Source: an optimization exercise on an open RTL-to-GDS flow (aim: small area). Production flows keep margins and buffers that such runs may drop.
In this exercise RTL edits were held to simulation tests only and were not proved equivalent to the original.
Power figures rest on the tool's default switching activity, not on a simulated workload. No driver is modelled on the clock port, so clocking that relies on it looks cheaper here than on a real chip.

build 93:
Design i2c_eeprom_target, start of the top module:
module i2c_eeprom_target #(
    parameter logic [6:0] DEV_ADDR    = 7'b1010001,
    parameter int         MEM_DEPTH   = 256
) (
    input  logic       clk1,
    input  logic       reset,
    input  logic       scl_in,
    input  logic       sda_in,
    output logic       sda_oe,
    output logic       busy,
    output logic       wr_strobe,
    output logic [7:0] wr_addr,
    output logic [7:0] wr_data
);
export LEC_CHECK = 0
export CAP_MARGIN = 20
export CORE_MARGIN = 2
export CORE_UTILIZATION = 40
export SLEW_MARGIN = 20
create_clock -name core_clock -period 10.0 [get_ports {clk1}]
standard.sh (not shown) runs the stock make flow with config.mk's settings and CLKGATE_MAP_FILE= SYNTH_SCRIPT=/design/flow/synth_recipe.tcl, a recipe that flattens the netlist after the stock synthesis.
==> flow/flow/run.sh <==
#!/bin/bash
# The standard ORFS layout (standard.sh) with three changes:
#  - synthesis maps the logic with an area-oriented ABC script
#    (flow/abc_area_map.script, used in place of ORFS's abc_speed.script
#    in a copy of ORFS's scripts folder; every other script is unchanged);
#  - clock tree synthesis adds no dummy loads, uses clkbuf_16 leaves with
#    up to 36 sinks and clkbuf_4 for the tree above them;
#  - the port buffers are the smallest buffer cell.
set -euo pipefail
rm -rf scripts_copy
cp -r "$FLOW_HOME/scripts" scripts_copy
cp flow/abc_area_map.script scripts_copy/abc_speed.script
CTS="-sink_clustering_enable -repair_clock_nets -dont_use_dummy_load"
CTS="$CTS -buf_list sky130_fd_sc_hd__clkbuf_16 -root_buf sky130_fd_sc_hd__clkbuf_4"
CTS="$CTS -sink_clustering_size 36 -sink_clustering_max_diameter 70"
bash standard.sh "SCRIPTS_DIR=$PWD/scripts_copy" "CTS_ARGS=$CTS" \
    "BUFFER_PORTS_ARGS=-buffer_cell sky130_fd_sc_hd__buf_1" finish > standard_flow.log 2>&1
==> flow/flow/abc_area_map.script <==
strash
ifraig
dc2
strash
dch -f
amap
Inputs modified between build 93 and build 67:
==> flow/flow/run.sh <==
#!/bin/bash
# The standard ORFS layout, except that clock tree synthesis adds no dummy
# loads and uses clkbuf_16 leaves with the sink clusters set here.
set -euo pipefail
CTS="-sink_clustering_enable -repair_clock_nets -dont_use_dummy_load"
CTS="$CTS -buf_list sky130_fd_sc_hd__clkbuf_16"
CTS="$CTS -sink_clustering_size 32 -sink_clustering_max_diameter 80"
bash standard.sh "CTS_ARGS=$CTS" finish > standard_flow.log 2>&1
removed: flow/flow/abc_area_map.script
### Flow results
Across both runs, area after synthesis was higher for build 67 than for build 93.
Of build 93 and build 67, the higher antenna diode count belongs to build 93.
Looking at switching share of total power, build 67 sits 1.2 points below build 93.
Between build 93 and build 67, final cell utilization of the core increased.
Delta (build 67 minus build 93): final critical delay including setup and external delays has increased; final area has increased.
Build 67 vs build 93 — logic depth of the worst register-to-register path dropped 6.
Looking at tapcell count across build 93 and build 67, the one that comes out higher is build 67.
Having completed the whole flow, build 93 delivered a layout that passed the timing, DRC and antenna checks.
Build 67 ran to completion and came out clean on the timing, DRC and antenna checks.
Between build 93 and build 67, the difference in share of async-settable or async-resettable flops after synthesis is negligible.
Inputs modified between build 67 and build 75:
- CORE_UTILIZATION changed from 40 to 60
- PLACE_DENSITY newly set to 0.7
==> flow/flow/run.sh <==
#!/bin/bash
# The standard ORFS layout, except that clock tree synthesis adds no dummy
# loads and uses clkbuf_16 leaves with the sink clusters set here, and the
# port buffers are the smallest buffer cell.
set -euo pipefail
CTS="-sink_clustering_enable -repair_clock_nets -dont_use_dummy_load"
CTS="$CTS -buf_list sky130_fd_sc_hd__clkbuf_16"
CTS="$CTS -sink_clustering_size 40 -sink_clustering_max_diameter 50"
bash standard.sh "CTS_ARGS=$CTS" "BUFFER_PORTS_ARGS=-buffer_cell sky130_fd_sc_hd__buf_1"  finish > standard_flow.log 2>&1
Going from build 67 to build 75, met2 track demand over resource in global routing grows by 7.3 points. In the flow results for build 75 and build 67, the post-layout worst setup margin is larger on build 75. Re post-synthesis instance area: no difference whatsoever between build 67 and build 75. Share of cell area taken by muxes after synthesis came out exactly the same in build 75 and build 67. Delta (build 75 minus build 67): post-layout minimum cycle time decreased by 0.39 ns relative to the old numbers, global-route usage up 4.9 points. Re length of the first detailed-routing pass in iterations: build 75 and build 67 aren't equal, and the higher value belongs to build 67.
## Diff of input files: build 53 against build 75
- swapping 60 for 40 in CORE_UTILIZATION
- clearing PLACE_DENSITY, which used to be 0.7
==> flow/flow/run.sh <==
#!/bin/bash
# The standard ORFS layout (standard.sh) with three changes:
#  - synthesis maps the logic with an area-oriented ABC script
#    (flow/abc_area_map.script, used in place of ORFS's abc_speed.script
#    in a copy of ORFS's scripts folder; every other script is unchanged);
#  - clock tree synthesis adds no dummy loads, uses clkbuf_16 leaves with
#    up to 38 sinks and clkbuf_4 for the tree above them;
#  - the port buffers are the smallest buffer cell.
set -euo pipefail
rm -rf scripts_copy
cp -r "$FLOW_HOME/scripts" scripts_copy
cp flow/abc_area_map.script scripts_copy/abc_speed.script
CTS="-sink_clustering_enable -repair_clock_nets -dont_use_dummy_load"
CTS="$CTS -buf_list sky130_fd_sc_hd__clkbuf_16 -root_buf sky130_fd_sc_hd__clkbuf_4"
CTS="$CTS -sink_clustering_size 38 -sink_clustering_max_diameter 70"
bash standard.sh "SCRIPTS_DIR=$PWD/scripts_copy" "CTS_ARGS=$CTS" \
    "BUFFER_PORTS_ARGS=-buffer_cell sky130_fd_sc_hd__buf_1" finish > standard_flow.log 2>&1
==> flow/flow/abc_area_map.script (new file) <==
strash
ifraig
dc2
strash
dch -f
amap
Notes after the runs:
Part of the cycle the worst path needs: higher on build 53. Maximum frequency (build 53 over build 75): decrease, 2.3%. Between build 75 and build 53, count of buffering cells on the critical path with inverters included is higher for build 53, build 75 comes in under that. On adder-cell share of the synthesized area, build 75 and build 53 are neck and neck. Clock buffer instance count of the final layout in build 53 is about 40% lower than in build 75. Weighted congestion reported at the end of routability-driven placement, build 75 and build 53: higher on build 53.
Relative to build 53, the following input files were edited for build 78:
- ABC_AREA: unset -> 1
==> flow/flow/run.sh <==
#!/bin/bash
# The standard ORFS layout, except that clock tree synthesis adds no dummy
# loads and uses clkbuf_16 leaves with the sink clusters set here, and the
# port buffers are the smallest buffer cell.
set -euo pipefail
CTS="-sink_clustering_enable -repair_clock_nets -dont_use_dummy_load"
CTS="$CTS -buf_list sky130_fd_sc_hd__clkbuf_16"
CTS="$CTS -sink_clustering_size 36 -sink_clustering_max_diameter 70"
bash standard.sh "CTS_ARGS=$CTS" "BUFFER_PORTS_ARGS=-buffer_cell sky130_fd_sc_hd__buf_1" finish > standard_flow.log 2>&1
removed: flow/flow/abc_area_map.script
Notes after the runs:
- Critical-path maximum fanout: build 78 > build 53
- NOTE global-route wire length before repair build 53->build 78 increased slightly
- Against build 53, build 78 reports a horizontal die dimension that is higher.
- Build 78: fmax higher than build 53
- Compared with build 53, build 78 shows a lower pin count of the biggest net entering global routing.
- Looking only at power, and setting everything else aside, the higher value of build 53 and build 78 goes to build 78.
- Between build 78 and build 53, the area share of fa/ha/maj cells after synthesis figures differ only marginally.
- Compared with build 53, build 78 shows a higher slack of the critical path.
- Going from build 53 to build 78, via count grows by 64.
- Changes observed in build 78 relative to build 53: chip height climbed 1.7 um, area added between synthesis and finish saw an increase.
The inputs of build 21 differ from those of build 78 as listed below.
- ABC_AREA: 1 -> unset
Notes after the runs:
- Of the two values seen for start point of the critical path, state_q[2] was produced by build 78 and state_q[3] by build 21.
- Number of buffer and inverter stages on the critical path, build 21 and build 78: higher on build 78
- Delta (build 21 minus build 78): die footprint shrank by about 0.36%; sequential-to-total area share from yosys stat grew by 0.35 points; cell total after placement shrank by 119; DRC violation count after routing held steady; final RePlAce weighted congestion shrank by 2.1%.

port drivers added, routing unchanged:
Ports are ideal in the flow. The routed layouts listed here were re-timed in OpenROAD. Step 1 (the two cells are an assumption about what drives the block):
set clk [get_ports {clk1}]
set_driving_cell -lib_cell sky130_fd_sc_hd__clkbuf_16 $clk
set_driving_cell -lib_cell sky130_fd_sc_hd__buf_2 [delete_from_list [all_inputs] $clk]
Step 2 times the ports against the registers' clock, not the clock port: input delays grow and output delays shrink by t, the midpoint of the rising clock arrivals with the driver on. Three values: ideal ports, drivers, drivers and shift; two values: the first two.
run | t (ns) | setup slack, ns | worst slew at a driven data input, ns | cell pins on the clock port's net
build 93 | 1.006 | 5.513 / 5.455 / 6.075 | 0.03 | 1
build 67 | 0.670 | 5.243 / 5.177 / 5.847 | 0.03 | 1
build 75 | 0.690 | 5.636 / 5.576 / 6.266 | 0.05 | 1
build 53 | 0.989 | 5.536 / 5.479 / 6.224 | 0.03 | 1
build 78 | 0.671 | 6.089 / 6.024 / 6.648 | 0.03 | 1
build 21 | 0.666 | 5.559 / 5.498 / 6.164 | 0.04 | 1
After both steps setup and hold are still met in every run listed.
